Context: an optimization exercise on an open-source flow, tuned for small area. The choices shown serve that exercise and are no tape-out recipe.
At most, simulation tests tie the RTL to the original design; equivalence was not proved.
For run 1, only the layout was checked, not whether the RTL still works.
No driver is modelled on the clock port, so clocking that relies on it looks cheaper here than on a real chip.
Power is estimated from default activity; no workload was simulated.

==> flow/config.mk <==
export PLATFORM = sky130hd
export DESIGN_NAME = rv_core_top
export DESIGN_NICKNAME = rv_core_top
export VERILOG_FILES = /design/flow/design.v
export SDC_FILE = /design/flow/constraint.sdc
export NUM_CORES = 4
export LEC_CHECK = 0
export CAP_MARGIN = 20
export CORE_MARGIN = 2
export CORE_UTILIZATION = 40
export CTS_BUF_LIST = sky130_fd_sc_hd__clkbuf_4 sky130_fd_sc_hd__clkbuf_8
export SLEW_MARGIN = 20
export SYNTH_HIERARCHICAL = 1
==> flow/constraint.sdc <==
create_clock -name core_clock -period 8.0 [get_ports {clk}]
set_input_delay 1.6000 -clock core_clock [delete_from_list [all_inputs] [get_ports {clk}]]
set_output_delay 1.6000 -clock core_clock [all_outputs]
set_load 0.01 [all_outputs]
==> flow/design.v <==
`default_nettype none
`timescale 1ns/100ps
package rv_pkg;
    typedef logic [32-1:0] word_t;
    typedef logic [5-1:0] reg_addr_t;
    typedef enum logic [6:0] {
        OPC_OP_IMM = 7'b0010011,
        OPC_OP     = 7'b0110011
    } opcode_e;
    typedef enum logic [3:0] {
        ALU_ADD  = 4'd0,
        ALU_SLL  = 4'd1,
        ALU_XOR  = 4'd4,
        ALU_SRL  = 4'd5,
        ALU_OR   = 4'd6,
        ALU_AND  = 4'd7,
        ALU_NONE = 4'd8,
        ALU_SUB  = 4'd10,
        ALU_SRA  = 4'd11,
        ALU_SLT  = 4'd12,
        ALU_SLTU = 4'd14
    } alu_op_e;
endpackage
`default_nettype wire
`timescale 1ns/100ps
`default_nettype none
module alu_aoi22 (
    input  wire a1, a2, b1, b2,
    output wire y
);
    assign y = ~((a1 & a2) | (b1 & b2));
endmodule
module alu_oai22 (
    input  wire a1, a2, b1, b2,
    output wire y
);
    assign y = ~((a1 | a2) & (b1 | b2));
endmodule
module alu_ao221 (
    input  wire a1, a2, b1, b2, c,
    output wire y
);
    assign y = (a1 & a2) | (b1 & b2) | c;
endmodule
module alu_nand2 (
    input  wire a, b,
    output wire y
);
    assign y = ~(a & b);
endmodule
module alu_xor2 (
    input  wire a, b,
    output wire y
);
    assign y = a ^ b;
endmodule
module alu_y1 (
    input  wire p, g, c, kp, kc, kg,
    output wire y
);
    assign y = (p & kp) ^ ((c & kc) | (g & kg));
endmodule
module alu_pg (
    input  wire a, b, inv,
    output wire p, g
);
    wire x;
    assign x = b ^ inv;
    assign p = a ^ x;
    assign g = a & x;
endmodule
module alu_carry (
    input  wire [30:0] g,
    input  wire [30:0] p,
    input  wire        cin,
    output logic [31:0] c
);
    logic [31:0] gg [0:9];
    logic [31:0] pp [0:9];
    always_comb begin
        gg[0] = {1'b0, g};
        pp[0] = {1'b0, p};
        gg[0][0] = g[0] | (p[0] & cin);
        for (int l = 1; l <= 5; l++) begin
            gg[l] = gg[l-1];
            pp[l] = pp[l-1];
            for (int i = 0; i < 32; i++) begin
                if (((i + 1) % (1 << l)) == 0) begin
                    gg[l][i] = gg[l-1][i] | (pp[l-1][i] & gg[l-1][i - (1 << (l-1))]);
                    pp[l][i] = pp[l-1][i] & pp[l-1][i - (1 << (l-1))];
                end
            end
        end
        for (int l = 4; l >= 1; l--) begin
            gg[10-l] = gg[9-l];
            pp[10-l] = pp[9-l];
            for (int i = 0; i < 32; i++) begin
                if (i >= (1 << l) && ((i + 1) % (1 << l)) == (1 << (l-1))) begin
                    gg[10-l][i] = gg[9-l][i] | (pp[9-l][i] & gg[9-l][i - (1 << (l-1))]);
                    pp[10-l][i] = pp[9-l][i] & pp[9-l][i - (1 << (l-1))];
                end
            end
        end
        c = {gg[9][30:0], cin};
    end
endmodule
module alu_ctrl (
    input  wire [2:0] f3,
    input  wire       sub,
    output wire       do_sub,
    output wire       kp, kc, kg,
    output wire       ksr, ksl, klt
);
    assign do_sub = sub || (f3[2:1] == 2'b01);
    assign kp  = (f3 == 3'b000) || (f3 == 3'b100) || (f3 == 3'b110);
    assign kc  = (f3 == 3'b000);
    assign kg  = (f3 == 3'b110) || (f3 == 3'b111);
    assign ksr = (f3 == 3'b101);
    assign ksl = (f3 == 3'b001);
    assign klt = (f3[2:1] == 2'b01);
endmodule
module alu_bit0 (
    input  wire p31, c31, a31, uns,
    input  wire y1, sr0, sr31,
    input  wire ksr, ksl, klt,
    output wire y
);
    wire lt;
    assign lt = p31 ? !c31 : (a31 ^ uns);
    assign y  = y1 | (ksr & sr0) | (ksl & sr31) | (klt & lt);
endmodule
module alu_execute (
    input  wire  [2:0]  f3,
    input  wire         sub,
    input  wire         sra,
    input  wire  [31:0] a,
    input  wire  [31:0] b,
    output wire  [31:0] y
);
    wire        do_sub, kp, kc, kg, ksr, ksl, klt;
    wire [31:0] p;
    wire [31:0] g;
    wire [31:0] c;
    wire [31:0] y1;
    alu_ctrl u_ctrl (
        .f3 (f3), .sub (sub), .do_sub (do_sub),
        .kp (kp), .kc (kc), .kg (kg), .ksr (ksr), .ksl (ksl), .klt (klt)
    );
    for (genvar i = 0; i < 32; i++) begin : g_pg
        alu_pg u_pg (.a(a[i]), .b(b[i]), .inv(do_sub), .p(p[i]), .g(g[i]));
    end
    alu_carry u_carry (.g(g[30:0]), .p(p[30:0]), .cin(do_sub), .c(c));
    for (genvar i = 0; i < 32; i++) begin : g_al
        alu_y1 u_y1 (.p(p[i]), .g(g[i]), .c(c[i]), .kp(kp), .kc(kc), .kg(kg), .y(y1[i]));
    end
    wire [31:0] st [0:6];
    wire [5:0]  s;
    wire [5:0]  sn;
    wire        fill_t, fill_n;
    assign st[0]  = a;
    assign s      = {b[4:0], f3[2]};
    assign sn     = ~s;
    assign fill_t = sra && f3[2] && a[31];
    assign fill_n = !fill_t;
    for (genvar i = 0; i < 32; i++) begin : g_rev
        alu_oai22 u_r (.a1(sn[0]), .a2(st[0][i]), .b1(s[0]), .b2(st[0][31-i]), .y(st[1][i]));
    end
    for (genvar k = 0; k < 5; k++) begin : g_stage
        wire fill_k;
        assign fill_k = (k % 2 == 0) ? fill_n : fill_t;
        for (genvar i = 0; i < 32; i++) begin : g_b
            if (i + (1 << k) < 32) begin : g_in
                alu_oai22 u_m (.a1(sn[k+1]), .a2(st[k+1][i + (1 << k)]), .b1(s[k+1]), .b2(st[k+1][i]), .y(st[k+2][i]));
            end else begin : g_fill
                alu_oai22 u_m (.a1(sn[k+1]), .a2(fill_k), .b1(s[k+1]), .b2(st[k+1][i]), .y(st[k+2][i]));
            end
        end
    end
    alu_bit0 u_b0 (
        .p31 (p[31]), .c31 (c[31]), .a31 (a[31]), .uns (f3[0]),
        .y1 (y1[0]), .sr0 (st[6][0]), .sr31 (st[6][31]),
        .ksr (ksr), .ksl (ksl), .klt (klt), .y (y[0])
    );
    for (genvar i = 1; i < 32; i++) begin : g_y
        alu_ao221 u_y (.a1(ksr), .a2(st[6][i]), .b1(ksl), .b2(st[6][31-i]), .c(y1[i]), .y(y[i]));
    end
endmodule
`default_nettype wire
`timescale 1ns/100ps
`default_nettype none
module rf_aoi222 (
    input  wire a1, a2, b1, b2, c1, c2,
    output wire y
);
    assign y = ~((a1 & a2) | (b1 & b2) | (c1 & c2));
endmodule
module rf_nand4 (
    input  wire a, b, c, d,
    output wire y
);
    assign y = ~(a & b & c & d);
endmodule
module rf_nand2 (
    input  wire a, b,
    output wire y
);
    assign y = ~(a & b);
endmodule
module rf_or3 (
    input  wire a, b, c,
    output wire y
);
    assign y = a | b | c;
endmodule
module rf_rbit (
    input  wire [31:1] sel,
    input  wire [31:1] d,
    input  wire        xn,
    output wire        y
);
    wire [11:0] t;
    for (genvar k = 0; k < 10; k++) begin : g_t
        rf_aoi222 u_t (
            .a1 (sel[3*k+1]), .a2 (d[3*k+1]),
            .b1 (sel[3*k+2]), .b2 (d[3*k+2]),
            .c1 (sel[3*k+3]), .c2 (d[3*k+3]),
            .y  (t[k])
        );
    end
    rf_nand2 u_t10 (.a(sel[31]), .b(d[31]), .y(t[10]));
    assign t[11] = xn;
    wire [2:0] o;
    rf_nand4 u_o0 (.a(t[0]), .b(t[1]), .c(t[2]),  .d(t[3]),  .y(o[0]));
    rf_nand4 u_o1 (.a(t[4]), .b(t[5]), .c(t[6]),  .d(t[7]),  .y(o[1]));
    rf_nand4 u_o2 (.a(t[8]), .b(t[9]), .c(t[10]), .d(t[11]), .y(o[2]));
    rf_or3   u_y  (.a(o[0]), .b(o[1]), .c(o[2]), .y(y));
endmodule
module rf_sel (
    input  wire [4:0]  addr,
    input  wire        en,
    input  wire [31:1] valid,
    output wire [31:1] sel
);
    for (genvar i = 1; i < 32; i++) begin : g_s
        assign sel[i] = en && valid[i] && (addr == 5'(i));
    end
endmodule
module reg_file (
    input  wire [4:0]      addr,
    input  wire            en,
    input  wire [31:1]     valid,
    input  wire [32*32-1:0] regs,    
    input  wire [31:0]     xn,
    output wire [31:0]     y
);
    wire [31:1] sel;
    rf_sel u_sel (.addr(addr), .en(en), .valid(valid), .sel(sel));
    for (genvar b = 0; b < 32; b++) begin : g_b
        wire [31:1] d;
        for (genvar i = 1; i < 32; i++) begin : g_d
            assign d[i] = regs[32*i + b];
        end
        rf_rbit u_bit (.sel(sel), .d(d), .xn(xn[b]), .y(y[b]));
    end
endmodule
`default_nettype wire
`timescale 1ns/100ps
`default_nettype none
module rv_core_top (
    input  wire                clk,
    input  wire                reset,
    input  wire rv_pkg::word_t instr,
    input  wire                instr_req,
    output logic               instr_ack,
    output logic               wb_valid,
    output rv_pkg::reg_addr_t  wb_rd,
    output rv_pkg::word_t      wb_data
);
    logic        accept;
    logic        supported;
    logic        exec1;
    logic        exec;
    logic [4:0]  ir_rs1;
    logic [11:0] ir_hi;
    logic [2:0]  ir_f3;
    logic [4:0]  ir_rd;
    logic        ir_op;
    logic [31:0] op_a;
    logic [31:0] regs [1:31];
    logic [31:1] valid;
    logic [32*32-1:0] regs_flat;
    logic [31:1] we;
    logic [4:0]  raddr;
    logic        use_imm;
    logic [31:0] imm_n;
    logic [31:0] bus;
    logic [31:0] result;
    assign accept    = instr_req && !instr_ack;
    assign supported = (instr[6:0] == 7'b0110011) || (instr[6:0] == 7'b0010011);
    always_ff @(posedge clk) begin
        if (reset) begin
            instr_ack <= 1'b0;
            exec1     <= 1'b0;
            exec      <= 1'b0;
        end else begin
            instr_ack <= instr_req;
            exec1     <= accept && supported;
            exec      <= exec1;
        end
    end
    always_ff @(posedge clk) begin
        ir_rs1 <= instr[19:15];
        op_a   <= bus;
    end
    always_ff @(posedge clk) begin
        if (accept) begin
            ir_hi <= instr[31:20];
            ir_f3 <= instr[14:12];
            ir_rd <= instr[11:7];
            ir_op <= instr[5];
        end
    end
    always_comb begin
        for (int i = 1; i < 32; i++) begin
            we[i] = exec && (ir_rd == 5'(i));
        end
    end
    always_ff @(posedge clk) begin
        if (reset) begin
            valid <= '0;
        end else begin
            valid <= valid | we;
        end
    end
    for (genvar i = 1; i < 32; i++) begin : g_reg
        always_ff @(posedge clk) begin
            if (we[i]) begin
                regs[i] <= result;
            end
        end
    end
    always_comb begin
        regs_flat[31:0] = '0;
        for (int i = 1; i < 32; i++) begin
            regs_flat[32*i +: 32] = regs[i];
        end
    end
    assign raddr   = exec ? ir_hi[4:0] : ir_rs1;
    assign use_imm = exec && !ir_op;
    assign imm_n   = ~({{20{ir_hi[11]}}, ir_hi} & {32{use_imm}});
    reg_file u_read (
        .addr  (raddr),
        .en    (!use_imm),
        .valid (valid),
        .regs  (regs_flat),
        .xn    (imm_n),
        .y     (bus)
    );
    alu_execute u_alu (
        .f3  (ir_f3),
        .sub (ir_op && ir_hi[10] && (ir_f3 == 3'b000)),
        .sra (ir_hi[10]),
        .a   (op_a),
        .b   (bus),
        .y   (result)
    );
    assign wb_valid = exec && (ir_rd != 5'd0);
    assign wb_rd    = ir_rd;
    assign wb_data  = result;
endmodule
`default_nettype wire
==> flow/run.sh <==
#!/bin/bash
# synth_recipe.tcl (not shown) runs the flow's synth.tcl, then flattens the netlist and writes it again
# the make line also repeats each setting of config.mk as NAME=value (left out here)
make -C /OpenROAD-flow-scripts/flow DESIGN_CONFIG=/design/flow/config.mk WORK_HOME=/design/flow/orfs CLKGATE_MAP_FILE= SYNTH_SCRIPT=/design/flow/synth_recipe.tcl finish
==> metrics.md, run 1 <==
| Metric | Value |
|---|---|
| Remaining Overflow, GRT | 0 |
| Total clock buffers created by CTS | 168 |
| Reg2Reg Setup Slack | 1.64 ns |
| Crit path time final | 8.11 ns |
| Dpl ws | -0.0111 ns |
| Clock transition at path regs | 0.06 ns |
| Drt first pass iters | 9 |
| Worst-skew pair later-pin latency | 0.84 ns |
| Power, Total | 11,300 uW |
| Vias in the first global route | 25,600 |
| DRC violations left | 0 |
| Tcrit/Tclk final | 101% |
| Worst r2r src | ir_hi[4] |
| Die height | 324 um |
| Vias | 26,600 |
| Clock skew | 0.0294 ns |
| Worst-path fanout max | 7 |
| Core region area | 0.102 mm^2 |
| P_leak | 0.0164 uW |
| # setup viols final | 4 |
| Syn Area/Cell | 18.0 um^2 |
| Met3 track demand over resource | 5.01% |
| Gp weighted congestion | 0.935 |
| Routed vias/inst | 6.34 |
| Clock Tree Root | clkbuf_8 |
| Die area | 0.105 mm^2 |
| Initial Utilization | 40.3% |
| Slew @ Worst Pin | 1.15 ns |
| Post-Syn Area | 0.0409 mm^2 |
| Final HPWL DP | 82.3 mm |
| Crit. End Element | primary output |
| Fin. Hold Viols | 0 |
| Nets@finish | 2,777 |
| Avg WL per Cell | 31.3 um |
| Maxcap violations | 0 |
| Max Clk Rate | 123 MHz |
| Port Buffer Count | 73 |
| VDD IR max | 0.127 mV |
| Longest Clk Path Bufs | 3 |
| Setup ws final | -0.110 ns |
| Yosys warns | 12 |
| CP startpoint kind | register |
| RSZ-0062 raised after global routing | yes |
| Layout violations | setup timing |
| Worst Path Arrival | 6.51 ns |
| HP Class | reg -> reg |
| WP data required | 6.40 ns |
| Share of cells above drive strength 1 | 25.7% |
| Row cnt | 117 |
| # clock sinks | 1,084 |
| Slew margin rel. | 22.8% |
| Largest net degree at the start of global routing | 40 |
| Crit path from | ir_hi[4] |
| Hold Crit Start | valid[17] |
| Status | complete, but fails checks |
| Antenna violations before repair | 5 |
| Global-route wire length before repair | 184 mm |
| DR iter-0 viols | 5,002 |
| Die X-Extent | 324 um |
| Post-Layout Inst Area | 0.0500 mm^2 |
| Syn_nets | 2,337 |
| Critical path type | reg -> out |
| Placed cell area | 0.0454 mm^2 |
| Synthesis-to-finish area growth | 22.2% |
| Final Max Tran Viols | 0 |
| CTS tree | done |
| Met2 GRT Util | 40.2% |
| GRT met1 Usage | 32.4% |
| I/O pins | 74 |
| Antenna-violating nets left | 0 |
| Mapped Cells | 2,270 |
| Final wirelength | 132 mm |
| Pwr dens | 227 mW/mm^2 |
| H-tree depth | 4 |
| Gr usage total | 24.7% |
| Gr busiest metal | met2 |
registers in the layout (all words and copies together), names as in the netlist:
register,cells
regs,992
ir_hi,12
ir_rd,5
exec,1
ir_f3,3
valid,31
ir_op,1
exec1,1
ir_rs1,5
instr_ack,1
op_a,32
final timing paths:
path         cells after the start           to
min reg2reg                      2    valid[17]
min                              2    valid[17]
max                             25  wb_data[25]
max reg2reg                     27  regs[8][25]
final cells by class:
class	count	area, um^2
flip-flops and latches	1084	31800
multi-input cells	1118	9710
well taps	1368	1710
inverters	47	180
clock inverters	68	573
repair buffers	291	3190
fillers	8439	51600
clock buffers	227	2780
diodes	2	5.00
routing by layer:
metal,part of all wire [%],vias up
met5,0,-
met4,4.0,0
met3,9.1,212
met2,48,1532
met1,39,13700
li1,-,11200
metrics by stage:
stage / cells / hold slack (ns) / TNS, ns / util [%]
2_1_floorplan: 2270 / 0.414 / 0 / -
3_3_place_gp: 3846 / 0.458 / 0 / 44.5
3_5_place_dp: 3855 / 0.462 / -0.0111 / 44.7
4_1_cts: 4182 / 0.463 / -0.542 / 48.7
5_1_grt: 4205 / 0.485 / -1.32 / 49.2
6_report: 4205 / 0.469 / -0.187 / 49.2
repair_timing:
action | 4_1_cts | 5_1_grt
hold buffers | 0 | 0
cloned | 4 | 1
pin swaps | 71 | 89
setup endpoints to repair | 31 | 31
endpoints found under the hold margin | 0 | 0
setup buffers | 29 | 17
gates resized for setup | 188 | 82
cells in the final DEF (no fill, tap or decap), drive strengths merged, types with 45 or more instances in the layout:
master            n
a222oi          320
buf             228
clkbuf          233
clkdlybuf4s50    47
clkinv           45
dfxtp            71
edfxtp         1013
inv              53
nand2            90
nand4           100
o22ai           223
xor2             65
worst max-delay path, stage by stage, from the launching register on:
cell,delay [ns]
edfxtp_1,0.54
mux2_4,0.35
and4bb_2,0.27
and4_4,0.23
buf_12,0.16
buf_4,0.14
a222oi_1,0.31
nand4_1,0.34
or3_4,0.46
xor2_1,0.15
ha_1,0.37
nand4_1,0.19
buf_4,0.15
nor2_4,0.03
a221oi_4,0.28
o41ai_4,0.14
buf_4,0.16
a31oi_4,0.17
buf_6,0.12
inv_2,0.03
a21o_1,0.18
a22oi_2,0.17
xor2_1,0.10
a221o_1,0.34
buf_6,0.16
buf_6,0.11
power by group:
group	switching, uW	internal (uW)	leakage (uW)
clock network	2130	2520	0.00176
registers	13.0	6230	0.00990
logic	297	137	0.00478
total	2440	8890	0.0164
==> run 2, diff against run 1 <==
--- a/flow/design.v
+++ b/flow/design.v
@@ -58,16 +58,33 @@
     input  wire p, g, c, kp, kc, kg,
     output wire y
 );
-    assign y = (p & kp) ^ ((c & kc) | (g & kg));
+    wire pn, cn, gn, m;
+    alu_nand2 u_pn (.a(p), .b(kp), .y(pn));
+    alu_nand2 u_cn (.a(c), .b(kc), .y(cn));
+    alu_nand2 u_gn (.a(g), .b(kg), .y(gn));
+    alu_nand2 u_m  (.a(cn), .b(gn), .y(m));
+    alu_xnor2 u_y  (.a(pn), .b(m), .y(y));
+endmodule
+module alu_xnor2 (
+    input  wire a, b,
+    output wire y
+);
+    assign y = ~(a ^ b);
 endmodule
 module alu_pg (
     input  wire a, b, inv,
     output wire p, g
 );
     wire x;
-    assign x = b ^ inv;
-    assign p = a ^ x;
-    assign g = a & x;
+    alu_xor2 u_x (.a(b), .b(inv), .y(x));
+    alu_xor2 u_p (.a(a), .b(x), .y(p));
+    alu_and2 u_g (.a(a), .b(x), .y(g));
+endmodule
+module alu_and2 (
+    input  wire a, b,
+    output wire y
+);
+    assign y = a & b;
 endmodule
 module alu_carry (
     input  wire [30:0] g,
@@ -75,33 +92,50 @@
     input  wire        cin,
     output logic [31:0] c
 );
-    logic [31:0] gg [0:9];
-    logic [31:0] pp [0:9];
+    logic [31:0] gi;
+    logic [31:0] pi;
+    logic [7:0]  bg [0:5];
+    logic [7:0]  bp [0:5];
+    logic [7:0]  cb;
     always_comb begin
-        gg[0] = {1'b0, g};
-        pp[0] = {1'b0, p};
-        gg[0][0] = g[0] | (p[0] & cin);
-        for (int l = 1; l <= 5; l++) begin
-            gg[l] = gg[l-1];
-            pp[l] = pp[l-1];
-            for (int i = 0; i < 32; i++) begin
-                if (((i + 1) % (1 << l)) == 0) begin
-                    gg[l][i] = gg[l-1][i] | (pp[l-1][i] & gg[l-1][i - (1 << (l-1))]);
-                    pp[l][i] = pp[l-1][i] & pp[l-1][i - (1 << (l-1))];
+        gi = {1'b0, g};
+        pi = {1'b0, p};
+        gi[0] = g[0] | (p[0] & cin);
+        for (int j = 0; j < 8; j++) begin
+            bg[0][j] = gi[4*j+3] | (pi[4*j+3] & (gi[4*j+2] | (pi[4*j+2] & (gi[4*j+1] | (pi[4*j+1] & gi[4*j])))));
+            bp[0][j] = pi[4*j+3] & pi[4*j+2] & pi[4*j+1] & pi[4*j];
+        end
+        for (int l = 1; l <= 3; l++) begin
+            bg[l] = bg[l-1];
+            bp[l] = bp[l-1];
+            for (int j = 0; j < 8; j++) begin
+                if (((j + 1) % (1 << l)) == 0) begin
+                    bg[l][j] = bg[l-1][j] | (bp[l-1][j] & bg[l-1][j - (1 << (l-1))]);
+                    bp[l][j] = bp[l-1][j] & bp[l-1][j - (1 << (l-1))];
+                end
+            end
+        end
+        for (int l = 2; l >= 1; l--) begin
+            bg[6-l] = bg[5-l];
+            bp[6-l] = bp[5-l];
+            for (int j = 0; j < 8; j++) begin
+                if (j >= (1 << l) && ((j + 1) % (1 << l)) == (1 << (l-1))) begin
+                    bg[6-l][j] = bg[5-l][j] | (bp[5-l][j] & bg[5-l][j - (1 << (l-1))]);
+                    bp[6-l][j] = bp[5-l][j] & bp[5-l][j - (1 << (l-1))];
                 end
             end
         end
-        for (int l = 4; l >= 1; l--) begin
-            gg[10-l] = gg[9-l];
-            pp[10-l] = pp[9-l];
-            for (int i = 0; i < 32; i++) begin
-                if (i >= (1 << l) && ((i + 1) % (1 << l)) == (1 << (l-1))) begin
-                    gg[10-l][i] = gg[9-l][i] | (pp[9-l][i] & gg[9-l][i - (1 << (l-1))]);
-                    pp[10-l][i] = pp[9-l][i] & pp[9-l][i - (1 << (l-1))];
+        cb = {bg[5][6:0], cin};
+        for (int j = 0; j < 8; j++) begin
+            c[4*j] = cb[j];
+            for (int k = 0; k < 3; k++) begin
+                if (j == 0 && k == 0) begin
+                    c[1] = gi[0];
+                end else begin
+                    c[4*j+k+1] = gi[4*j+k] | (pi[4*j+k] & c[4*j+k]);
                 end
             end
         end
-        c = {gg[9][30:0], cin};
     end
 endmodule
 module alu_ctrl (
@@ -236,25 +270,25 @@
     rf_or3   u_y  (.a(o[0]), .b(o[1]), .c(o[2]), .y(y));
 endmodule
 module rf_sel (
-    input  wire [4:0]  addr,
-    input  wire        en,
+    input  wire [3:0]  hi,
+    input  wire [7:0]  lo,
     input  wire [31:1] valid,
     output wire [31:1] sel
 );
     for (genvar i = 1; i < 32; i++) begin : g_s
-        assign sel[i] = en && valid[i] && (addr == 5'(i));
+        assign sel[i] = hi[i/8] && lo[i%8] && valid[i];
     end
 endmodule
 module reg_file (
-    input  wire [4:0]      addr,
-    input  wire            en,
+    input  wire [3:0]      hi,
+    input  wire [7:0]      lo,
     input  wire [31:1]     valid,
     input  wire [32*32-1:0] regs,    
     input  wire [31:0]     xn,
     output wire [31:0]     y
 );
     wire [31:1] sel;
-    rf_sel u_sel (.addr(addr), .en(en), .valid(valid), .sel(sel));
+    rf_sel u_sel (.hi(hi), .lo(lo), .valid(valid), .sel(sel));
     for (genvar b = 0; b < 32; b++) begin : g_b
         wire [31:1] d;
         for (genvar i = 1; i < 32; i++) begin : g_d
@@ -280,17 +314,21 @@
     logic        supported;
     logic        exec1;
     logic        exec;
+    logic [3:0]  ra_hi;
+    logic [7:0]  ra_lo;
+    logic [4:0]  ra_next;
+    logic        ra_en;
+    logic [11:0] ir_imm;
     logic [4:0]  ir_rs1;
-    logic [11:0] ir_hi;
     logic [2:0]  ir_f3;
+    logic        ir_b30;
     logic [4:0]  ir_rd;
     logic        ir_op;
-    logic [31:0] op_a;
+    logic [31:0] op_b;
     logic [31:0] regs [1:31];
     logic [31:1] valid;
     logic [32*32-1:0] regs_flat;
     logic [31:1] we;
-    logic [4:0]  raddr;
     logic        use_imm;
     logic [31:0] imm_n;
     logic [31:0] bus;
@@ -308,16 +346,27 @@
             exec      <= exec1;
         end
     end
+    assign ra_next = accept ? instr[24:20] : ir_rs1;
+    assign ra_en   = accept ? instr[5] : 1'b1;
+    always_ff @(posedge clk) begin
+        for (int j = 0; j < 4; j++) begin
+            ra_hi[j] <= ra_en && (ra_next[4:3] == 2'(j));
+        end
+        for (int j = 0; j < 8; j++) begin
+            ra_lo[j] <= (ra_next[2:0] == 3'(j));
+        end
+    end
     always_ff @(posedge clk) begin
+        ir_imm <= instr[31:20];
         ir_rs1 <= instr[19:15];
-        op_a   <= bus;
+        op_b   <= bus;
     end
     always_ff @(posedge clk) begin
         if (accept) begin
-            ir_hi <= instr[31:20];
-            ir_f3 <= instr[14:12];
-            ir_rd <= instr[11:7];
-            ir_op <= instr[5];
+            ir_f3  <= instr[14:12];
+            ir_b30 <= instr[30];
+            ir_rd  <= instr[11:7];
+            ir_op  <= instr[5];
         end
     end
     always_comb begin
@@ -345,12 +394,11 @@
             regs_flat[32*i +: 32] = regs[i];
         end
     end
-    assign raddr   = exec ? ir_hi[4:0] : ir_rs1;
-    assign use_imm = exec && !ir_op;
-    assign imm_n   = ~({{20{ir_hi[11]}}, ir_hi} & {32{use_imm}});
+    assign use_imm = exec1 && !ir_op;
+    assign imm_n   = ~({{20{ir_imm[11]}}, ir_imm} & {32{use_imm}});
     reg_file u_read (
-        .addr  (raddr),
-        .en    (!use_imm),
+        .hi    (ra_hi),
+        .lo    (ra_lo),
         .valid (valid),
         .regs  (regs_flat),
         .xn    (imm_n),
@@ -358,10 +406,10 @@
     );
     alu_execute u_alu (
         .f3  (ir_f3),
-        .sub (ir_op && ir_hi[10] && (ir_f3 == 3'b000)),
-        .sra (ir_hi[10]),
-        .a   (op_a),
-        .b   (bus),
+        .sub (ir_op && ir_b30 && (ir_f3 == 3'b000)),
+        .sra (ir_b30),
+        .a   (bus),
+        .b   (op_b),
         .y   (result)
     );
     assign wb_valid = exec && (ir_rd != 5'd0);
==> flow/flow/run.sh (new file) <==
#!/bin/bash
set -euo pipefail
cd "$(dirname "$0")/.."
export BUFFER_PORTS_ARGS="-buffer_cell sky130_fd_sc_hd__buf_1"
export CTS_ARGS="-sink_clustering_enable -repair_clock_nets -sink_clustering_size 30 -sink_clustering_max_diameter 100 -buf_list {sky130_fd_sc_hd__clkbuf_4 sky130_fd_sc_hd__clkbuf_8 sky130_fd_sc_hd__clkbuf_16} -dont_use_dummy_load"
bash standard.sh > standard.log 2>&1
==> flow/standard.sh (new file) <==
#!/bin/bash
# synth_recipe.tcl (not shown) runs the flow's synth.tcl, then flattens the netlist and writes it again
# the make line also repeats each setting of config.mk as NAME=value (left out here)
make -C /OpenROAD-flow-scripts/flow DESIGN_CONFIG=/design/flow/config.mk WORK_HOME=/design/flow/orfs CLKGATE_MAP_FILE= SYNTH_SCRIPT=/design/flow/synth_recipe.tcl "${@:-finish}"
--- a/flow/config.mk
+++ b/flow/config.mk
@@ -7,7 +7,11 @@
 export LEC_CHECK = 0
 export CAP_MARGIN = 20
 export CORE_MARGIN = 2
-export CORE_UTILIZATION = 40
-export CTS_BUF_LIST = sky130_fd_sc_hd__clkbuf_4 sky130_fd_sc_hd__clkbuf_8
+export CORE_UTILIZATION = 60
+export CTS_BUF_LIST = sky130_fd_sc_hd__clkbuf_4 sky130_fd_sc_hd__clkbuf_8 sky130_fd_sc_hd__clkbuf_16
+export CTS_CLUSTER_DIAMETER = 100
+export CTS_CLUSTER_SIZE = 30
+export PLACE_DENSITY = 0.75
+export SETUP_SLACK_MARGIN = 0.05
 export SLEW_MARGIN = 20
 export SYNTH_HIERARCHICAL = 1
removed: flow/run.sh
==> metrics.md, run 2 <==
| Metric | Value |
|---|---|
| Die X-Extent | 265 um (-18%) |
| Gp weighted congestion | 0.931 (-0.40%) |
| Largest registers | regs (992), op_b (32), valid (31) |
| Fin. Hold Viols | 0 (unchanged) |
| Port Buffer Count | 73 (unchanged) |
| Drt first pass iters | 7 (-2) |
| WP data required | 6.40 ns (about the same) |
| Critical path type | reg -> out |
| Longest Clk Path Bufs | 3 (unchanged) |
| Antenna violations before repair | 3 (-2) |
| Most frequent cells in the layout | edfxtp_1, a222oi_1, o22ai_1 |
| TNS Setup | 0 ns (+0.187 ns) |
| Nets@finish | 2,634 (-5.1%) |
| Syn Area/Cell | 17.2 um^2 (-4.5%) |
| Net switching power | 1820 uW (-25%) |
| Final Max Tran Viols | 0 (unchanged) |
| Most common cell after layout, fill and taps aside | edfxtp_1 |
| Post-CTS sizing | 0 (-100%) |
| Util after Layout | 66.1% (+17 points) |
| Tcrit/Tclk final | 94.5% (-6.9 points) |
| Slew @ Worst Pin | 1.08 ns (-0.0794 ns) |
| Crit path buf inv count | 2 (-6) |
| Vias in the first global route | 24,700 (-3.8%) |
| Max Clk Rate | 132 MHz (+7.3%) |
| Vias | 26,000 (-2.6%) |
| Clock Tree Root | clkbuf_16 |
| RSZ-0062 raised after global routing | no |
| Worst r2r src | ra_hi[2] |
| Synthesis-to-finish area growth | 8.57% |
| Internal Pwr Total | 7310 uW (-18%) |
| DRC violations left | 0 (unchanged) |
| DR iter-0 viols | 4,984 (-0.36%) |
| R2R depth | 18 (-33%) |
| Worst hold stages | 1 (-1) |
| Mapped Cells | 2,383 (+5.0%) |
| Layout fillers | 4,476 (-47%) |
| Worst flop-to-flop path endpoint | regs[19][28] |
| Remaining Overflow, GRT | 0 (unchanged) |
| Avg WL per Cell | 32.7 um (+4.5%) |
| Final HPWL DP | 71.6 mm (-13%) |
| # hold bufs at CTS | 0 (unchanged) |
| Gr usage total | 32.0% (+7.3 points) |
| Crit path time final | 7.56 ns (-0.554 ns) |
| P_leak | 0.0147 uW (-11%) |
| Yosys warns | 12 (unchanged) |
| Final wirelength | 114 mm (-14%) |
| Cells along the critical path | and3_1, a222oi_1, nand4_1, or3_1, and2_1, a211oi_2, nor4_1, nor2_1, and2_1, inv_1, a21o_1, a21o_1, a21o_1, nand2_1, nand2_1, xnor2_1, a221o_2, buf_1 |
| Clock skew | 0.0448 ns (+0.0153 ns) |
| VDD IR max | 0.224 mV (+76%) |
| I/O pins | 74 (unchanged) |
| Worst-skew pair later-pin latency | 0.63 ns (-0.21 ns) |
| Reg2Reg Setup Slack | 2.28 ns (+0.64 ns) |
| Share of cells above drive strength 1 | 8.28% (-17 points) |
| Hold Crit Start | exec1 |
| Total clock buffers created by CTS | 42 (-75%) |
| Antenna-violating nets left | 0 (unchanged) |
| # setup viols final | 0 (-4) |
| Routed vias/inst | 7.47 (+18%) |
| Logic gate share of total power | 3.7% (about the same) |
| Sequential Power Share | 68.9% (+14 points) |
| Maxcap violations | 0 (unchanged) |
| # clock sinks | 1,097 (+1.2%) |
| Slowest stage cell, crit path | or3_1 |
| Largest Register | regs |
| Post-Syn Area | 0.0410 mm^2 (+0.25%) |
| Global-route wire length before repair | 165 mm (-11%) |
| Switching Fraction | 20.0% (-1.6 points) |
| CTS tree | done |
| Core region area | 0.0674 mm^2 (-34%) |
| HP Class | reg -> reg |
| Critical path's top delay family | simple AND/OR/NAND/NOR gates |
| Worst Path Arrival | 5.96 ns (-0.55 ns) |
| H-tree depth | 2 (-2) |
| Initial Utilization | 60.8% (+21 points) |
| Hold Path Sink | exec |
| Worst-path fanout max | 32 (+25) |
| Largest net degree at the start of global routing | 41 (+2.5%) |
| Clock transition at path regs | 0.11 ns (+0.05 ns) |
| Die area | 0.0705 mm^2 (-33%) |
| CP startpoint kind | register |
| Crit. End Element | primary output |
| Pwr dens | 205 mW/mm^2 (-9.4%) |
| Row cnt | 95 (-19%) |
| Clock power share | 27.4% (-14 points) |
| Syn_nets | 2,418 (+3.5%) |
| Slew margin rel. | 28.3% (+5.5 points) |
| Max incr delay on CP | 0.62 ns (+0.08 ns) |
| Largest register FFs | 992 (unchanged) |
| Status | finished clean |
| CP most frequent cell | a21o_1 |
| Die height | 265 um (-18%) |
| Post-CTS Setup Bufs | 0 (-100%) |
==> run 2: area by class of cell <==
| class | instances | area (um^2) | share of cell area (%) |
|---|---|---|---|
| antenna | 5 | 12.5 | 0.0281 |
| clock buffer | 42 | 1050 | 2.36 |
| inverter | 14 | 60.1 | 0.135 |
| multi-input combinational | 1255 | 9120 | 20.5 |
| sequential | 1097 | 32000 | 71.9 |
| tap | 873 | 1090 | 2.45 |
| timing repair buffer | 189 | 1190 | 2.68 |
==> run 2: worst max-delay path by stage <==
| stage | start | end | slack [ns] | cells after the start |
|---|---|---|---|---|
| 2_1_floorplan | ir_f3[2] | wb_data[31] | 1.46 | 16 |
| 3_3_place_gp | ra_hi[2] | wb_data[11] | 1.14 | 18 |
| 3_5_place_dp | ra_hi[2] | wb_data[11] | 1.0 | 18 |
| 4_1_cts | ra_hi[2] | wb_data[11] | 0.30 | 18 |
| 5_1_grt | ra_hi[2] | wb_data[19] | 0.29 | 20 |
| 6_report | ra_hi[2] | wb_data[11] | 0.44 | 18 |
==> run 2: power groups by stage <==
stage,Sequential [uW],Combinational [uW],Clock [uW]
detailed placement,6430,330,0
global placement,6430,321,0
finish,6300,334,2500
floorplan,6430,180,0
global route,6300,358,2690
CTS,6300,330,2520
==> run 2: per-stage QoR <==
step | setup WS (ns) | area, um^2 | instances | hold WS (ns) | power, uW
2_1_floorplan | 1.46 | 41000 | 2383 | 0.430 | 6610
6_report | 0.444 | 44500 | 3475 | 0.479 | 9140
5_1_grt | 0.291 | 44500 | 3470 | 0.492 | 9350
3_5_place_dp | 0.997 | 43400 | 3425 | 0.449 | 6760
3_3_place_gp | 1.14 | 43400 | 3424 | 0.441 | 6750
4_1_cts | 0.296 | 44400 | 3467 | 0.478 | 9150
==> run 2: metal layers <==
layer  routed length (um)  track usage (%)  vias up
met2                54100             51.8     1969
met1                40600             44.1    12900
met4                 5740             13.5        4
li1                     -                -    10800
met5                   23                0        -
met3                13200             4.83      261
==> run 2: worst register-to-register path: stages (launching register included) <==
cell and delay [ns]:
dfxtp_1 0.38, and3_1 0.51, a222oi_1 0.52, nand4_1 0.45, or3_1 0.62, xor2_1 0.31
o21ai_1 0.14, nor4_1 0.27, nor2_1 0.16, a211oi_2 0.27, o21ai_2 0.11, a311oi_4 0.37
a21o_1 0.21, a21o_1 0.12, nand2_1 0.05, nand2_1 0.10, xnor2_1 0.15, a221o_1 0.36
buf_4 0.40

separate check: timing with driven ports:
How much do the figures lean on ideal ports? The routed layouts below were timed once more, with nothing changed but the port constraints.
Step 1 sets driving cells, clkbuf_16 on the clock port and buf_2 on the other inputs (assumed; they add their load-dependent delay and slew).
Step 2 times the ports against the registers' clock, not the clock port: input delays grow and output delays shrink by t, the midpoint of the rising clock arrivals with the driver on.
Slacks: no drivers / after step 1 / after step 2; pairs: no drivers / after step 1.
run | t, ns | slack for setup (ns) | worst slew at a driven data input, ns
run 1 | 0.891 | -0.110 / -0.175 / 0.716 | 0.08
run 2 | 0.673 | 0.444 / 0.378 / 1.051 | 0.04
